From an optimization exercise on the open Yosys and OpenROAD flow, aimed at a short achievable clock period and few clock cycles; shortcuts taken in it are not production practice. Function was checked by simulation only, so behaviour that the tests miss may differ from the original. No activity file was given, so power comes from the tool's default toggle rates.

==> 09-26: inputs <==
==> flow/design.v <==
package rv_pkg;
  localparam int xlen = 64;
  localparam int ilen = 32;
  localparam logic [xlen-1:0] reset_pc = 64'h0000_0000_8000_0000;
  typedef enum logic [6:0] {
    op_imm    = 7'b0010011,
    op_lui    = 7'b0110111,
    op_auipc  = 7'b0010111,
    op_jal    = 7'b1101111,
    op_jalr   = 7'b1100111,
    op_system = 7'b1110011,
    op_store  = 7'b0100011
  } opcode_e;
  typedef enum logic [7:0] {
    exu_nop    = 8'h00,
    exu_add    = 8'h01,
    exu_add_pc = 8'h10
  } exu_op_e;
  typedef enum logic [1:0] {
    st_fetch = 2'b00,
    st_exec  = 2'b01,
    st_halt  = 2'b10
  } fetch_state_e;
endpackage
module fe_lo
(
  input  logic [11:0] adr,
  input  logic [11:0] p4,
  input  logic [11:0] evlo,
  input  logic [31:0] w,
  input  logic        jalr_fast,
  output logic [11:0] nx,
  output logic        redo
);
  logic [11:0] jl, rl;
  logic        jl_co, rl_co, jal_redo, jalr_redo;
  ks_add #(.W(12)) u_jl (
    .a (adr),
    .b ({w[20], w[30:21], 1'b0}),
    .ci(1'b0),
    .s (jl),
    .co(jl_co)
  );
  ks_add #(.W(12)) u_rl (
    .a (evlo),
    .b (w[31:20]),
    .ci(1'b0),
    .s (rl),
    .co(rl_co)
  );
  assign jal_redo  = (jl_co ^ w[20])
                   | ~(({w[31], w[19:12], w[20]} == 10'h3ff) | ({w[31], w[19:12], w[20]} == 10'h000));
  assign jalr_redo = ~jalr_fast | (rl_co ^ w[31]);
  assign redo      = w[3] ? jal_redo : jalr_redo;
  always_comb begin
    if (w[6]) nx = w[3] ? jl : {rl[11:1], 1'b0};
    else      nx = p4;
  end
endmodule
module ks_add #(parameter int W = 64)
(
  input  logic [W-1:0] a,
  input  logic [W-1:0] b,
  input  logic         ci,
  output logic [W-1:0] s,
  output logic         co
);
  localparam int L = (W > 32) ? 6 : (W > 16) ? 5 : (W > 8) ? 4 : (W > 4) ? 3 : (W > 2) ? 2 : 1;
  logic [W-1:0] g [L+1];
  logic [W-1:0] p [L+1];
  always_comb begin
    g[0] = a & b;
    p[0] = a ^ b;
    g[0][0] = (a[0] & b[0]) | ((a[0] ^ b[0]) & ci);
    for (int l = 1; l <= L; l++) begin
      for (int i = 0; i < W; i++) begin
        if (i >= (1 << (l - 1))) begin
          g[l][i] = g[l-1][i] | (p[l-1][i] & g[l-1][i - (1 << (l - 1))]);
          p[l][i] = p[l-1][i] & p[l-1][i - (1 << (l - 1))];
        end else begin
          g[l][i] = g[l-1][i];
          p[l][i] = p[l-1][i];
        end
      end
    end
    s[0] = p[0][0] ^ ci;
    for (int i = 1; i < W; i++) begin
      s[i] = p[0][i] ^ g[L][i-1];
    end
    co = g[L][W-1];
  end
endmodule
import rv_pkg::*;
module core_top
(
  input  logic            clk,
  input  logic            rst,
  input  logic            ibus_ack,
  input  logic [ilen-1:0] ibus_dat_rd,
  output logic            ibus_cyc,
  output logic            ibus_stb,
  output logic            ibus_we,
  output logic [xlen-1:0] ibus_adr,
  output logic            retire_valid,
  output logic [xlen-1:0] retire_pc,
  output logic [4:0]      retire_rd,
  output logic            retire_we,
  output logic [xlen-1:0] retire_data,
  output logic            halted,
  output logic            illegal
);
  logic            cyc_q;        
  logic [63:0]     adr_q;
  logic [63:0]     adr_o_q;      
  logic            fe_halt_q;    
  logic            d_valid;
  logic [63:0]     d_pc;
  logic [31:0]     d_w;
  logic [31:0]     d_rs1_oh;
  logic [11:0]     d_evlo;       
  logic            d_addi, d_lui, d_auipc, d_jal, d_jalr, d_wr, d_early, d_ebreak;
  logic            d_redo;       
  logic [31:0]     d_wsel;
  logic            x_valid;
  logic [63:0]     x_pc;
  logic [31:0]     x_w;
  logic [63:0]     x_rs1v;
  logic [63:0]     x_ev;
  logic            x_addi, x_wr, x_ebreak, x_redo_r;
  logic [31:0]     x_wsel;
  logic            r_wb;
  logic [31:0]     r_wsel;
  logic [4:0]      r_rd;
  logic [63:0]     r_res;
  logic            r_halt, r_ill;
  logic [63:0]     regs [32];
  logic [31:0]     rvalid;
  assign ibus_cyc = cyc_q;
  assign ibus_stb = cyc_q;
  assign ibus_we  = 1'b0;
  assign ibus_adr = adr_o_q;
  logic [4:0]  x_rd;
  logic [63:0] x_sum, x_res;
  logic        x_sum_co;
  assign x_rd = x_w[11:7];
  ks_add #(.W(64)) u_sum (
    .a (x_rs1v),
    .b ({{52{x_w[31]}}, x_w[31:20]}),
    .ci(1'b0),
    .s (x_sum),
    .co(x_sum_co)
  );
  assign x_res = x_addi ? x_sum : x_ev;
  logic [4:0] d_rd, d_rs1;
  assign d_rd  = d_w[11:7];
  assign d_rs1 = d_w[19:15];
  logic [63:0] d_uimm, d_ev, d_p4;
  logic [51:0] d_auipc_hi;
  logic        d_auipc_co, d_p4_co;
  assign d_uimm = {{32{d_w[31]}}, d_w[31:12], 12'b0};
  ks_add #(.W(52)) u_auipc (
    .a (d_pc[63:12]),
    .b ({{32{d_w[31]}}, d_w[31:12]}),
    .ci(1'b0),
    .s (d_auipc_hi),
    .co(d_auipc_co)
  );
  ks_add #(.W(62)) u_d_p4 (
    .a (d_pc[63:2]),
    .b (62'd0),
    .ci(1'b1),
    .s (d_p4[63:2]),
    .co(d_p4_co)
  );
  assign d_p4[1:0] = d_pc[1:0];
  always_comb begin
    if (d_lui)        d_ev = d_uimm;
    else if (d_auipc) d_ev = {d_auipc_hi, d_pc[11:0]};
    else              d_ev = d_p4;
  end
  logic [63:0] d_jt;
  logic        d_jt_co;
  ks_add #(.W(64)) u_jt (
    .a (d_pc),
    .b ({{44{d_w[31]}}, d_w[19:12], d_w[20], d_w[30:21], 1'b0}),
    .ci(1'b0),
    .s (d_jt),
    .co(d_jt_co)
  );
  logic [63:0] rmux, d_rs1v;
  logic        hx, hr;
  always_comb begin
    rmux = '0;
    for (int i = 1; i < 32; i++) begin
      rmux = rmux | (regs[i] & {64{d_rs1_oh[i] & rvalid[i]}});
    end
  end
  assign hx     = x_valid && x_wr && (x_rd != 5'd0) && (d_rs1 == x_rd);
  assign hr     = r_wb && (d_rs1 == r_rd);
  assign d_rs1v = hx ? x_res : (hr ? r_res : rmux);
  logic redir_x, redir_d, stop_d, wait_d, kill;
  assign redir_x = x_valid & x_redo_r;
  assign redir_d = d_valid & d_jal & d_redo;
  assign stop_d  = d_valid & ~d_wr;
  assign wait_d  = d_valid & d_jalr & d_redo;
  assign kill    = redir_x | redir_d | stop_d | wait_d | fe_halt_q;
  logic        ack;
  logic [31:0] w;
  assign ack = ibus_ack;
  assign w   = ibus_dat_rd;
  logic [4:0] rs1;
  logic       is_addi, is_lui, is_auipc, is_jal, is_jalr, is_wr;
  assign rs1      = w[19:15];
  assign is_addi  = (w[6:0] == 7'b0010011) && (w[14:12] == 3'b000);
  assign is_lui   = (w[6:0] == 7'b0110111);
  assign is_auipc = (w[6:0] == 7'b0010111);
  assign is_jal   = (w[6:0] == 7'b1101111);
  assign is_jalr  = (w[6:0] == 7'b1100111) && (w[14:12] == 3'b000);
  assign is_wr    = is_addi | is_lui | is_auipc | is_jal | is_jalr;
  logic        jalr_fast, redo;
  logic [63:0] adr_p4, adr_nx;
  logic        adr_p4_co;
  logic [11:0] nx_lo;
  assign jalr_fast = d_valid && d_early && (d_rd != 5'd0) && (rs1 == d_rd);
  ks_add #(.W(62)) u_adr_p4 (
    .a (adr_q[63:2]),
    .b (62'd0),
    .ci(1'b1),
    .s (adr_p4[63:2]),
    .co(adr_p4_co)
  );
  assign adr_p4[1:0] = adr_q[1:0];
  fe_lo u_fe_lo (
    .adr      (adr_q[11:0]),
    .p4       (adr_p4[11:0]),
    .evlo     (d_evlo),
    .w        (w),
    .jalr_fast(jalr_fast),
    .nx       (nx_lo),
    .redo     (redo)
  );
  assign adr_nx = {w[6] ? (w[3] ? adr_q[63:12] : d_ev[63:12]) : adr_p4[63:12], nx_lo};
  logic [63:0] adr_early;
  logic        take_nx;
  always_comb begin
    if (redir_x)      adr_early = {x_sum[63:1], 1'b0};
    else if (redir_d) adr_early = d_jt;
    else              adr_early = adr_q;
  end
  assign take_nx = ack & ~redir_x & ~redir_d;
  always_ff @(posedge clk) begin
    if (rst) begin
      adr_q <= reset_pc;
    end else begin
      adr_q <= take_nx ? adr_nx : adr_early;
    end
  end
  logic [63:0] adr_o_early;
  always_comb begin
    if (redir_x)      adr_o_early = {x_sum[63:1], 1'b0};
    else if (redir_d) adr_o_early = d_jt;
    else              adr_o_early = adr_o_q;
  end
  always_ff @(posedge clk) begin
    if (rst | fe_halt_q) begin
      adr_o_q <= reset_pc;
    end else begin
      adr_o_q <= take_nx ? adr_nx : adr_o_early;
    end
  end
  always_ff @(posedge clk) begin
    if (rst) begin
      cyc_q     <= 1'b0;
      fe_halt_q <= 1'b0;
      d_valid   <= 1'b0;
    end else begin
      cyc_q     <= ~fe_halt_q & ~stop_d & ~wait_d & (~redir_d | ibus_ack);
      fe_halt_q <= fe_halt_q | stop_d;
      d_valid   <= ack & ~kill;
    end
  end
  always_ff @(posedge clk) begin
    d_pc     <= adr_q;
    d_w      <= w;
    d_evlo   <= is_lui ? 12'd0 : (is_auipc ? adr_q[11:0] : adr_p4[11:0]);
    d_addi   <= is_addi;
    d_lui    <= is_lui;
    d_auipc  <= is_auipc;
    d_jal    <= is_jal;
    d_jalr   <= is_jalr;
    d_wr     <= is_wr;
    d_early  <= is_lui | is_auipc | is_jal | is_jalr;
    d_ebreak <= (w == 32'h0010_0073);
    d_redo   <= redo;
    for (int i = 0; i < 32; i++) begin
      d_rs1_oh[i] <= (rs1 == 5'(i)) && (i != 0);
      d_wsel[i]   <= is_wr && (w[11:7] == 5'(i)) && (i != 0);
    end
  end
  always_ff @(posedge clk) begin
    if (rst) begin
      x_valid <= 1'b0;
    end else begin
      x_valid <= d_valid;
    end
  end
  always_ff @(posedge clk) begin
    x_pc     <= d_pc;
    x_w      <= d_w;
    x_rs1v   <= d_rs1v;
    x_ev     <= d_ev;
    x_addi   <= d_addi;
    x_wr     <= d_wr;
    x_ebreak <= d_ebreak;
    x_redo_r <= d_jalr & d_redo;
    x_wsel   <= d_wsel;
  end
  always_ff @(posedge clk) begin
    if (rst) begin
      r_wb <= 1'b0;
    end else begin
      r_wb <= x_valid & x_wr & (x_rd != 5'd0);
    end
  end
  always_ff @(posedge clk) begin
    r_wsel <= x_wsel & {32{x_valid}};
    if (x_valid & x_wr) begin
      r_rd  <= x_rd;
      r_res <= x_res;
    end
  end
  always_ff @(posedge clk) begin
    if (rst) begin
      rvalid <= '0;
    end else begin
      rvalid <= rvalid | (r_wsel & {32{r_wb}});
    end
  end
  always_ff @(posedge clk) begin
    for (int i = 1; i < 32; i++) begin
      if (r_wb & r_wsel[i]) regs[i] <= r_res;
    end
  end
  always_ff @(posedge clk) begin
    if (rst) begin
      retire_valid <= 1'b0;
      r_halt       <= 1'b0;
      r_ill        <= 1'b0;
      halted       <= 1'b0;
      illegal      <= 1'b0;
    end else begin
      retire_valid <= x_valid;
      r_halt       <= x_valid & ~x_wr;
      r_ill        <= x_valid & ~x_wr & ~x_ebreak;
      if (r_halt) begin
        halted  <= 1'b1;
        illegal <= r_ill;
      end
    end
  end
  always_ff @(posedge clk) begin
    retire_pc   <= x_pc;
    retire_rd   <= x_rd;
    retire_we   <= x_wr;
    retire_data <= x_res;
  end
endmodule
==> flow/flow/run.sh <==
#!/bin/bash
# Standard ORFS layout, with two changes in how it is made:
#  - synthesis keeps the in-to-register logic cone (fe_lo) as a
#    module of its own while ABC maps it, so it gets its own shortest
#    depth, and maps adders to plain gates (no full-adder cells); the design
#    is flattened before the layout as in the standard synthesis, and the
#    registers are the same;
#  - timing repair aims for extra setup slack, since the design's clock is
#    far slower than the design and the standard repair would do nothing.
set -euo pipefail
MARGIN=${MARGIN:-8.5}
bash standard.sh ADDER_MAP_FILE= "SYNTH_KEEP_MODULES=fe_lo" synth > synth.log 2>&1
bash standard.sh SETUP_SLACK_MARGIN=$MARGIN finish > layout.log 2>&1
==> flow/standard.sh <==
#!/bin/bash
# synth_recipe.tcl (not shown) runs the flow's synth.tcl, then flattens the netlist and writes it again
# the make line also repeats each setting of config.mk as NAME=value (left out here)
make -C /OpenROAD-flow-scripts/flow DESIGN_CONFIG=/design/flow/config.mk WORK_HOME=/design/flow/orfs CLKGATE_MAP_FILE= SYNTH_SCRIPT=/design/flow/synth_recipe.tcl "${@:-finish}"
==> flow/config.mk <==
export PLATFORM = sky130hd
export DESIGN_NAME = core_top
export DESIGN_NICKNAME = core_top
export VERILOG_FILES = /design/flow/design.v
export SDC_FILE = /design/flow/constraint.sdc
export NUM_CORES = 4
export LEC_CHECK = 0
export CAP_MARGIN = 20
export CORE_MARGIN = 2
export CORE_UTILIZATION = 55
export CTS_CLUSTER_DIAMETER = 100
export CTS_CLUSTER_SIZE = 20
export SLEW_MARGIN = 20
==> flow/constraint.sdc <==
create_clock -name core_clock -period 12.0 [get_ports {clk}]
set_input_delay 2.4000 -clock core_clock [delete_from_list [all_inputs] [get_ports {clk}]]
set_output_delay 2.4000 -clock core_clock [all_outputs]
set_load 0.01 [all_outputs]
==> 10-03: changes against 09-26 <==
--- a/flow/design.v
+++ b/flow/design.v
@@ -240,32 +240,24 @@
     .redo     (redo)
   );
   assign adr_nx = {w[6] ? (w[3] ? adr_q[63:12] : d_ev[63:12]) : adr_p4[63:12], nx_lo};
-  logic [63:0] adr_early;
-  logic        take_nx;
+  logic [63:0] adr_next;
   always_comb begin
-    if (redir_x)      adr_early = {x_sum[63:1], 1'b0};
-    else if (redir_d) adr_early = d_jt;
-    else              adr_early = adr_q;
+    if (redir_x)      adr_next = {x_sum[63:1], 1'b0};
+    else if (redir_d) adr_next = d_jt;
+    else              adr_next = adr_nx;
   end
-  assign take_nx = ack & ~redir_x & ~redir_d;
   always_ff @(posedge clk) begin
     if (rst) begin
       adr_q <= reset_pc;
-    end else begin
-      adr_q <= take_nx ? adr_nx : adr_early;
+    end else if (redir_x | redir_d | ack) begin
+      adr_q <= adr_next;
     end
   end
-  logic [63:0] adr_o_early;
-  always_comb begin
-    if (redir_x)      adr_o_early = {x_sum[63:1], 1'b0};
-    else if (redir_d) adr_o_early = d_jt;
-    else              adr_o_early = adr_o_q;
-  end
   always_ff @(posedge clk) begin
     if (rst | fe_halt_q) begin
       adr_o_q <= reset_pc;
-    end else begin
-      adr_o_q <= take_nx ? adr_nx : adr_o_early;
+    end else if (redir_x | redir_d | ack) begin
+      adr_o_q <= adr_next;
     end
   end
   always_ff @(posedge clk) begin
@@ -324,10 +316,8 @@
   end
   always_ff @(posedge clk) begin
     r_wsel <= x_wsel & {32{x_valid}};
-    if (x_valid & x_wr) begin
-      r_rd  <= x_rd;
-      r_res <= x_res;
-    end
+    r_rd   <= x_rd;
+    r_res  <= x_res;
   end
   always_ff @(posedge clk) begin
     if (rst) begin
CORE_UTILIZATION = 45   (was 55)
CTS_CLUSTER_DIAMETER = unset   (was 100)
CTS_CLUSTER_SIZE = unset   (was 20)
==> 10-11: changes against 09-26 <==
--- a/flow/design.v
+++ b/flow/design.v
@@ -240,32 +240,24 @@
     .redo     (redo)
   );
   assign adr_nx = {w[6] ? (w[3] ? adr_q[63:12] : d_ev[63:12]) : adr_p4[63:12], nx_lo};
-  logic [63:0] adr_early;
-  logic        take_nx;
+  logic [63:0] adr_next;
   always_comb begin
-    if (redir_x)      adr_early = {x_sum[63:1], 1'b0};
-    else if (redir_d) adr_early = d_jt;
-    else              adr_early = adr_q;
+    if (redir_x)      adr_next = {x_sum[63:1], 1'b0};
+    else if (redir_d) adr_next = d_jt;
+    else              adr_next = adr_nx;
   end
-  assign take_nx = ack & ~redir_x & ~redir_d;
   always_ff @(posedge clk) begin
     if (rst) begin
       adr_q <= reset_pc;
-    end else begin
-      adr_q <= take_nx ? adr_nx : adr_early;
+    end else if (redir_x | redir_d | ack) begin
+      adr_q <= adr_next;
     end
   end
-  logic [63:0] adr_o_early;
-  always_comb begin
-    if (redir_x)      adr_o_early = {x_sum[63:1], 1'b0};
-    else if (redir_d) adr_o_early = d_jt;
-    else              adr_o_early = adr_o_q;
-  end
   always_ff @(posedge clk) begin
     if (rst | fe_halt_q) begin
       adr_o_q <= reset_pc;
-    end else begin
-      adr_o_q <= take_nx ? adr_nx : adr_o_early;
+    end else if (redir_x | redir_d | ack) begin
+      adr_o_q <= adr_next;
     end
   end
   always_ff @(posedge clk) begin
CORE_UTILIZATION = 45   (was 55)
==> qor summary <==
Proportion of synthesized chip area in sequential cells: 10-03 0.695; 10-11 0.698; 09-26 0.703
Layout sequential cell count: 10-03 2734; 10-11 2803; 09-26 2803
Share of total power in sequential cells: 10-03 0.499; 10-11 0.603; 09-26 0.610
Number of antenna cells inserted: 10-03 6; 10-11 10; 09-26 17
Synthesized-area fraction occupied by adder cells: 10-03 0.00200; 10-11 0.00175; 09-26 0.00204
Final worst-path cycle share: 10-03 0.337; 10-11 0.317; 09-26 0.318
Clock power share: 10-03 0.435; 10-11 0.339; 09-26 0.330
Switching power total: 10-03 4730 µW; 10-11 3920 µW; 09-26 3900 µW
Number of levels in the clock H-tree: 10-03 5; 10-11 4; 09-26 4
Starting Density: 10-03 0.452; 10-11 0.452; 09-26 0.553
Largest voltage drop on the vdd net: 10-03 0.143 mV; 10-11 0.133 mV; 09-26 0.152 mV
Worst setup path startpoint: 10-03 retire_data[56]; 10-11 retire_data[35]; 09-26 cyc_q
Initial antenna violation count: 10-03 24; 10-11 15; 09-26 16
Signal inverters: 10-03 61; 10-11 69; 09-26 56
Sequential power: 10-03 10400 µW; 10-11 10400 µW; 09-26 10500 µW
Max Clock Skew: 10-03 0.0638 ns; 10-11 0.0424 ns; 09-26 0.0546 ns
Worst Path Arrival: 10-03 1.64 ns; 10-11 1.40 ns; 09-26 1.41 ns
Combinational cell power: 10-03 1380 µW; 10-11 1000 µW; 09-26 1040 µW
Layout overhead on the synthesized area: 10-03 23.3%; 10-11 16.2%; 09-26 14.2%
Die Area: 10-03 242000 µm²; 10-11 248000 µm²; 09-26 202000 µm²
Met2 global-route usage: 10-03 0.552; 10-11 0.499; 09-26 0.575
Number of vias after detailed routing: 10-03 80213; 10-11 79723; 09-26 77327
Buf/Inv on CP: 10-03 2; 10-11 1; 09-26 1
Run status: 10-03 complete, no violations; 10-11 complete, no violations; 09-26 complete, no violations
Final core occ: 10-03 0.557; 10-11 0.526; 09-26 0.632
Layout Nets: 10-03 8509; 10-11 8484; 09-26 8244
Testbench counts of 09-26, summed over its fixed seeds: cycles 22,870.
Testbench counts of 10-03, summed over its fixed seeds: cycles 22,870.
Testbench counts of 10-11, summed over its fixed seeds: cycles 22,870.

## re-timing with driven ports
No port has a modelled driver above. Below, the same layouts with a new extraction and two added sets of constraints.
Step 1: set_driving_cell puts a clkbuf_16 on clk and a buf_2 on each other input, an assumption about the parent block.
Step 2 times the ports against the registers' clock, not the clock port: input delays grow and output delays shrink by t, the midpoint of the rising clock arrivals with the driver on.
Slacks: ideal / step 1 / step 2; pairs: ideal / step 1.
run | shift t [ns] | setup slack, ns | hold slack, ns | slew at the worst register clock pin (ns) | pins driven straight from the clock port
09-26 | 0.943 | 8.189 / 8.093 / 7.419 | 0.310 / 0.310 / 0.310 | 0.10 / 0.10 | 1
10-03 | 1.014 | 7.957 / 7.861 / 7.385 | 0.314 / 0.314 / 0.314 | 0.07 / 0.07 | 1
10-11 | 0.941 | 8.198 / 8.104 / 7.465 | 0.322 / 0.322 / 0.322 | 0.10 / 0.10 | 1
After both steps setup and hold are still met in every run listed. For 09-26, which loses most, drivers alone change the setup slack by -0.096 ns; drivers and shift together by -0.770 ns.
